Context: an optimization exercise on an open-source flow, tuned for small area. The choices shown serve that exercise and are no tape-out recipe.
Only simulation tests tie the RTL to the original design; equivalence was not proved.
Power figures rest on the tool's default switching activity, not on a simulated workload.

## chimp_grid_engine
module chimp_grid_engine #(
    parameter int GRID_W    = 8,
    parameter int GRID_H    = 8,
    parameter int NUM_W     = 5,
    parameter int RAND_W    = 8,
    parameter int RETRY_MAX = 15,
    localparam int XW = $clog2(GRID_W),
    localparam int YW = $clog2(GRID_H)
) (
    input  logic              clk,
    input  logic              iResetn,
    input  logic              iStart,
    input  logic [NUM_W-1:0]  iCount,
    input  logic [RAND_W-1:0] iRandNum,
    input  logic              iClickValid,
    input  logic [XW-1:0]     iClickX,
    input  logic [YW-1:0]     iClickY,
    input  logic [XW-1:0]     iRdX,
    input  logic [YW-1:0]     iRdY,
    output logic              oRdActive,
    output logic              oRdShown,
    output logic [NUM_W-1:0]  oRdNum,
    output logic              oBusy,
    output logic [2:0]        oState,
    output logic [NUM_W-1:0]  oNextNum,
    output logic              oCorrect,
    output logic              oWrong,
    output logic              oWon,
    output logic              oLost
);
Size: about 1,500 cells after synthesis, ~300 flip-flops, about 0.015 mm2 of cells after synthesis.
==> module chimp_grid_engine, before the edit <==
module chimp_grid_engine #(
    parameter int GRID_W    = 8,
    parameter int GRID_H    = 8,
    parameter int NUM_W     = 5,
    parameter int RAND_W    = 8,
    parameter int RETRY_MAX = 15,
    localparam int XW = $clog2(GRID_W),
    localparam int YW = $clog2(GRID_H)
) (
    input  logic              clk,
    input  logic              iResetn,
    input  logic              iStart,
    input  logic [NUM_W-1:0]  iCount,
    input  logic [RAND_W-1:0] iRandNum,
    input  logic              iClickValid,
    input  logic [XW-1:0]     iClickX,
    input  logic [YW-1:0]     iClickY,
    input  logic [XW-1:0]     iRdX,
    input  logic [YW-1:0]     iRdY,
    output logic              oRdActive,
    output logic              oRdShown,
    output logic [NUM_W-1:0]  oRdNum,
    output logic              oBusy,
    output logic [2:0]        oState,
    output logic [NUM_W-1:0]  oNextNum,
    output logic              oCorrect,
    output logic              oWrong,
    output logic              oWon,
    output logic              oLost
);
    localparam int NC  = 64;
    localparam int NT  = 31;
    localparam logic [2:0] S_IDLE   = 3'd0;
    localparam logic [2:0] S_CLEAR  = 3'd1;
    localparam logic [2:0] S_LOAD   = 3'd2;
    localparam logic [2:0] S_SHOW   = 3'd3;
    localparam logic [2:0] S_HIDDEN = 3'd4;
    localparam logic [2:0] S_WON    = 3'd5;
    localparam logic [2:0] S_LOST   = 3'd6;
    logic [2:0]  state_q, state_d;
    logic [4:0]  cnt_q, next_q, hi_q, lo_q;
    logic [3:0]  retry_q;
    logic [5:0]  clr_q, hw_q;
    logic [5:0]  pos_q [1:NT];
    logic [NC-1:0] act_q;
    logic        correct_q, wrong_q, rd_act_q, rd_shown_q;
    logic [4:0]  rd_num_q;
    logic        st_clear, st_load, st_play;
    logic [5:0]  draw_idx, click_idx, rd_idx, free_idx, place_idx, pos_next;
    logic        draw_ok, place, load_done, load_entry;
    logic        click_hit, click_good, click_bad;
    logic [4:0]  rd_raw, rd_num, lo;
    logic        rd_act;
    logic [5:0]  wr_idx, look_idx;
    logic        look_act;
    logic        wr_en, wr_val;
    assign st_clear = (state_q == S_CLEAR);
    assign st_load  = (state_q == S_LOAD);
    assign st_play  = (state_q == S_SHOW) || (state_q == S_HIDDEN);
    assign draw_idx  = iRandNum[5:0];
    assign click_idx = {iClickY, iClickX};
    assign rd_idx    = {iRdY, iRdX};
    always_comb begin
        free_idx = '0;
        for (int i = NC - 1; i >= 0; i--)
            if (!act_q[i])
                free_idx = 6'(i);
    end
    logic [6*32-1:0] pos_flat;
    always_comb begin
        pos_flat[5:0] = pos_q[1];
        for (int k = 1; k <= NT; k++)
            pos_flat[6*k +: 6] = pos_q[k];
        pos_next = pos_flat[6*next_q +: 6];
    end
    assign look_idx   = st_load ? draw_idx : click_idx;
    assign look_act   = act_q[look_idx];
    assign draw_ok    = !look_act;
    assign place      = st_load && (draw_ok || retry_q == 4'd14);
    assign place_idx  = draw_ok ? draw_idx : free_idx;
    assign load_done  = (hi_q + 5'd1 == cnt_q);
    assign load_entry = st_clear && (clr_q == 6'd63);
    assign click_hit  = st_play && iClickValid && look_act;
    assign click_good = st_play && iClickValid && (pos_next == click_idx);
    assign click_bad  = click_hit && !click_good;
    always_comb begin
        state_d = state_q;
        if (iStart)
            state_d = S_CLEAR;
        else if (load_entry)
            state_d = S_LOAD;
        else if (place && load_done)
            state_d = S_SHOW;
        else if (click_good)
            state_d = (next_q == hi_q) ? S_WON : S_HIDDEN;
        else if (click_bad)
            state_d = S_LOST;
    end
    logic [NT:1] rd_eq;
    always_comb begin
        for (int k = 1; k <= NT; k++)
            rd_eq[k] = (pos_q[k] == rd_idx) && (hi_q >= 5'(k));
        for (int b = 0; b < 5; b++) begin
            rd_raw[b] = 1'b0;
            for (int k = 1; k <= NT; k++)
                if (k[b])
                    rd_raw[b] = rd_raw[b] | rd_eq[k];
        end
    end
    assign rd_num = (rd_idx < hw_q) ? 5'd0 : rd_raw;
    assign lo     = st_clear ? lo_q : next_q;
    assign rd_act = (lo != 5'd0) && (rd_num >= lo);
    always_comb begin
        wr_idx = click_idx;
        wr_en  = click_good;
        wr_val = 1'b0;
        if (st_load) begin
            wr_idx = place_idx;
            wr_en  = place;
            wr_val = 1'b1;
        end
    end
    always_ff @(posedge clk) begin
        if (!iStart && load_entry)
            act_q <= '0;
        else if (!iStart && wr_en)
            act_q[wr_idx] <= wr_val;
        if (!iStart && place)
            pos_q[hi_q + 5'd1] <= place_idx;
    end
    always_ff @(posedge clk) begin
        if (iStart) begin
            cnt_q   <= (iCount == '0) ? 5'd1 : iCount;
            retry_q <= '0;
            clr_q   <= '0;
            if (!st_clear)
                lo_q <= next_q;
        end else begin
            if (st_clear) begin
                clr_q <= clr_q + 6'd1;
                if (clr_q == hw_q)
                    hw_q <= clr_q + 6'd1;
            end
            if (load_entry)
                hw_q <= '0;
            if (st_load)
                retry_q <= place ? 4'd0 : retry_q + 4'd1;
        end
    end
    always_ff @(posedge clk or negedge iResetn) begin
        if (!iResetn) begin
            state_q    <= S_IDLE;
            next_q     <= 5'd1;
            hi_q       <= '0;
            correct_q  <= 1'b0;
            wrong_q    <= 1'b0;
            rd_act_q   <= 1'b0;
            rd_shown_q <= 1'b0;
            rd_num_q   <= '0;
        end else begin
            state_q    <= state_d;
            correct_q  <= !iStart && click_good;
            wrong_q    <= !iStart && click_bad;
            rd_act_q   <= rd_act;
            rd_shown_q <= rd_act && (state_q == S_SHOW || state_q == S_LOST);
            rd_num_q   <= rd_num;
            if (iStart)
                next_q <= 5'd1;
            else if (click_good)
                next_q <= next_q + 5'd1;
            if (!iStart) begin
                if (load_entry)
                    hi_q <= '0;
                else if (place)
                    hi_q <= hi_q + 5'd1;
            end
        end
    end
    assign oRdActive = rd_act_q;
    assign oRdShown  = rd_shown_q;
    assign oRdNum    = rd_num_q;
    assign oBusy     = st_clear || st_load;
    assign oState    = state_q;
    assign oNextNum  = next_q;
    assign oCorrect  = correct_q;
    assign oWrong    = wrong_q;
    assign oWon      = (state_q == S_WON);
    assign oLost     = (state_q == S_LOST);
endmodule
Settings: LEC_CHECK=0, CAP_MARGIN=40, CORE_MARGIN=2, CORE_UTILIZATION=60, PLACE_DENSITY=0.7, SLEW_MARGIN=40; clock period 10.0 ns.
standard.sh (not shown) runs the stock make flow with config.mk's settings and CLKGATE_MAP_FILE= SYNTH_SCRIPT=/design/flow/synth_recipe.tcl, a recipe that flattens the netlist after the stock synthesis.
==> flow/flow/run.sh <==
#!/bin/bash
# Standard ORFS layout, except that the combinational logic is mapped by ABC with
# flow/abc.script instead of ORFS's script. Synthesis up to the flip-flop mapping,
# and everything after ABC, is the standard flow (see flow/custom_synth.tcl).
set -euo pipefail
here=$(pwd)
export MY_ABC_SCRIPT=$here/flow/abc.script
export CTS_ARGS="-sink_clustering_enable -repair_clock_nets -dont_use_dummy_load -sink_clustering_size 24 -sink_clustering_max_diameter 80"
export BUFFER_PORTS_ARGS="-buffer_cell sky130_fd_sc_hd__buf_1"
sed "s#SYNTH_SCRIPT=[^ ]*#SYNTH_SCRIPT=$here/flow/custom_synth.tcl#" standard.sh > standard_custom.sh
bash standard_custom.sh > flow.log 2>&1
==> flow/flow/abc.script <==
strash; &get -n; &deepsyn -T 60; &put; &get -n; &dch -f; &nf -R 1000; &put
==> flow/flow/custom_synth.tcl <==
proc synth {args} { yosys synth -nofsm -noshare {*}$args }
proc abc {args} {
  set i [lsearch -exact $args -script]
  if { $i >= 0 && [info exists ::env(MY_ABC_SCRIPT)] } {
    set args [lreplace $args $i [expr {$i + 1}] -script $::env(MY_ABC_SCRIPT)]
  }
  puts "custom abc: $args"
  yosys abc {*}$args
}
source $::env(SCRIPTS_DIR)/synth.tcl
# left out here: clear keep_hierarchy, flatten, clean up, hide names made inside functions, write 1_2_yosys.v
The first run finished clean.
Next try:
--- a/flow/design.v
+++ b/flow/design.v
@@ -35,24 +35,23 @@
     localparam logic [2:0] S_LOAD   = 3'd2;
     localparam logic [2:0] S_SHOW   = 3'd3;
     localparam logic [2:0] S_HIDDEN = 3'd4;
     localparam logic [2:0] S_WON    = 3'd5;
     localparam logic [2:0] S_LOST   = 3'd6;
     logic [2:0]  state_q, state_d;
-    logic [4:0]  cnt_q, next_q, hi_q, lo_q;
-    logic [3:0]  retry_q;
-    logic [5:0]  clr_q, hw_q;
+    logic [4:0]  cnt_q, next_q, hi_q;
+    logic [5:0]  ctr_q, hw_q;     
     logic [5:0]  pos_q [1:NT];
     logic [NC-1:0] act_q;
     logic        correct_q, wrong_q, rd_act_q, rd_shown_q;
     logic [4:0]  rd_num_q;
     logic        st_clear, st_load, st_play;
     logic [5:0]  draw_idx, click_idx, rd_idx, free_idx, place_idx, pos_next;
     logic        draw_ok, place, load_done, load_entry;
     logic        click_hit, click_good, click_bad;
-    logic [4:0]  rd_raw, rd_num, lo;
+    logic [4:0]  rd_raw, rd_num;
     logic        rd_act;
     logic [5:0]  wr_idx, look_idx;
     logic        look_act;
     logic        wr_en, wr_val;
     assign st_clear = (state_q == S_CLEAR);
     assign st_load  = (state_q == S_LOAD);
@@ -73,16 +72,16 @@
             pos_flat[6*k +: 6] = pos_q[k];
         pos_next = pos_flat[6*next_q +: 6];
     end
     assign look_idx   = st_load ? draw_idx : click_idx;
     assign look_act   = act_q[look_idx];
     assign draw_ok    = !look_act;
-    assign place      = st_load && (draw_ok || retry_q == 4'd14);
+    assign place      = st_load && (draw_ok || ctr_q == 6'd14);
     assign place_idx  = draw_ok ? draw_idx : free_idx;
     assign load_done  = (hi_q + 5'd1 == cnt_q);
-    assign load_entry = st_clear && (clr_q == 6'd63);
+    assign load_entry = st_clear && (ctr_q == 6'd63);
     assign click_hit  = st_play && iClickValid && look_act;
     assign click_good = st_play && iClickValid && (pos_next == click_idx);
     assign click_bad  = click_hit && !click_good;
     always_comb begin
         state_d = state_q;
         if (iStart)
@@ -96,23 +95,23 @@
         else if (click_bad)
             state_d = S_LOST;
     end
     logic [NT:1] rd_eq;
     always_comb begin
         for (int k = 1; k <= NT; k++)
-            rd_eq[k] = (pos_q[k] == rd_idx) && (hi_q >= 5'(k));
+            rd_eq[k] = (pos_q[k] == rd_idx);
         for (int b = 0; b < 5; b++) begin
-            rd_raw[b] = 1'b0;
-            for (int k = 1; k <= NT; k++)
+            rd_raw[b] = (b == 0) && rd_eq[1];
+            for (int k = 2; k <= NT; k++)
                 if (k[b])
                     rd_raw[b] = rd_raw[b] | rd_eq[k];
         end
     end
-    assign rd_num = (rd_idx < hw_q) ? 5'd0 : rd_raw;
-    assign lo     = st_clear ? lo_q : next_q;
-    assign rd_act = (lo != 5'd0) && (rd_num >= lo);
+    assign rd_num = (rd_idx < hw_q || hi_q == 5'd0) ? 5'd0 :
+                    rd_eq[1] ? 5'd1 : rd_raw;
+    assign rd_act = act_q[rd_idx] && (rd_num != 5'd0);
     always_comb begin
         wr_idx = click_idx;
         wr_en  = click_good;
         wr_val = 1'b0;
         if (st_load) begin
             wr_idx = place_idx;
@@ -123,31 +122,30 @@
     always_ff @(posedge clk) begin
         if (!iStart && load_entry)
             act_q <= '0;
         else if (!iStart && wr_en)
             act_q[wr_idx] <= wr_val;
         if (!iStart && place)
-            pos_q[hi_q + 5'd1] <= place_idx;
+            for (int k = 1; k <= NT; k++)
+                if (hi_q == 5'd0 || hi_q + 5'd1 == 5'(k))
+                    pos_q[k] <= place_idx;
     end
     always_ff @(posedge clk) begin
         if (iStart) begin
             cnt_q   <= (iCount == '0) ? 5'd1 : iCount;
-            retry_q <= '0;
-            clr_q   <= '0;
-            if (!st_clear)
-                lo_q <= next_q;
+            ctr_q   <= '0;
         end else begin
             if (st_clear) begin
-                clr_q <= clr_q + 6'd1;
-                if (clr_q == hw_q)
-                    hw_q <= clr_q + 6'd1;
+                ctr_q <= ctr_q + 6'd1;
+                if (ctr_q == hw_q)
+                    hw_q <= ctr_q + 6'd1;
             end
             if (load_entry)
                 hw_q <= '0;
             if (st_load)
-                retry_q <= place ? 4'd0 : retry_q + 4'd1;
+                ctr_q <= place ? 6'd0 : ctr_q + 6'd1;
         end
     end
     always_ff @(posedge clk or negedge iResetn) begin
         if (!iResetn) begin
             state_q    <= S_IDLE;
             next_q     <= 5'd1;
Outcome: The changed run passed the timing, design-rule and antenna checks; setup slack improved by 290 ps; routed wire length goes up by about 3.2%; total power shrinks by 3.9%; global-route usage came out higher by 1.4 points; non-clock buffer count went up by 1; die area is lower by 0.52%; synthesized area is lower by about 0.54%; first-iteration DRC count goes down by about 17%; clock power went down by about 3%; utilization goes up by 0.11 points; sequential cell count came out lower by 9; count of clock-buffer cells in the layout is unchanged; combinational power falls by 9.4%.

==> separate check: timing with driven ports <==
No port has a modelled driver above. Below, the same layouts with a new extraction and two added sets of constraints.
Step 1 (the two cells are an assumption about what drives the block):
set clk [get_ports {clk}]
set_driving_cell -lib_cell sky130_fd_sc_hd__clkbuf_16 $clk
set_driving_cell -lib_cell sky130_fd_sc_hd__buf_2 [delete_from_list [all_inputs] $clk]
Step 2 also shifts input and output timing later by t, the mid clock arrival at the registers, as if the neighbouring blocks saw the same clock.
Three values: ideal, step 1, step 2; two values: the first two.
| run | t, ns | setup slack, ns | worst setup path at the end | worst data-port slew with drivers (ns) |
|---|---|---|---|---|
| the first run | 0.559 | 2.131 / 2.165 / 1.606 | input to register | 0.04 |
| the second run | 0.538 | 2.423 / 2.454 / 1.916 | input to register | 0.04 |
After both steps setup and hold are still met in every run listed. For the first run, which loses most, drivers alone change the setup slack by +0.034 ns; drivers and shift together by -0.525 ns.
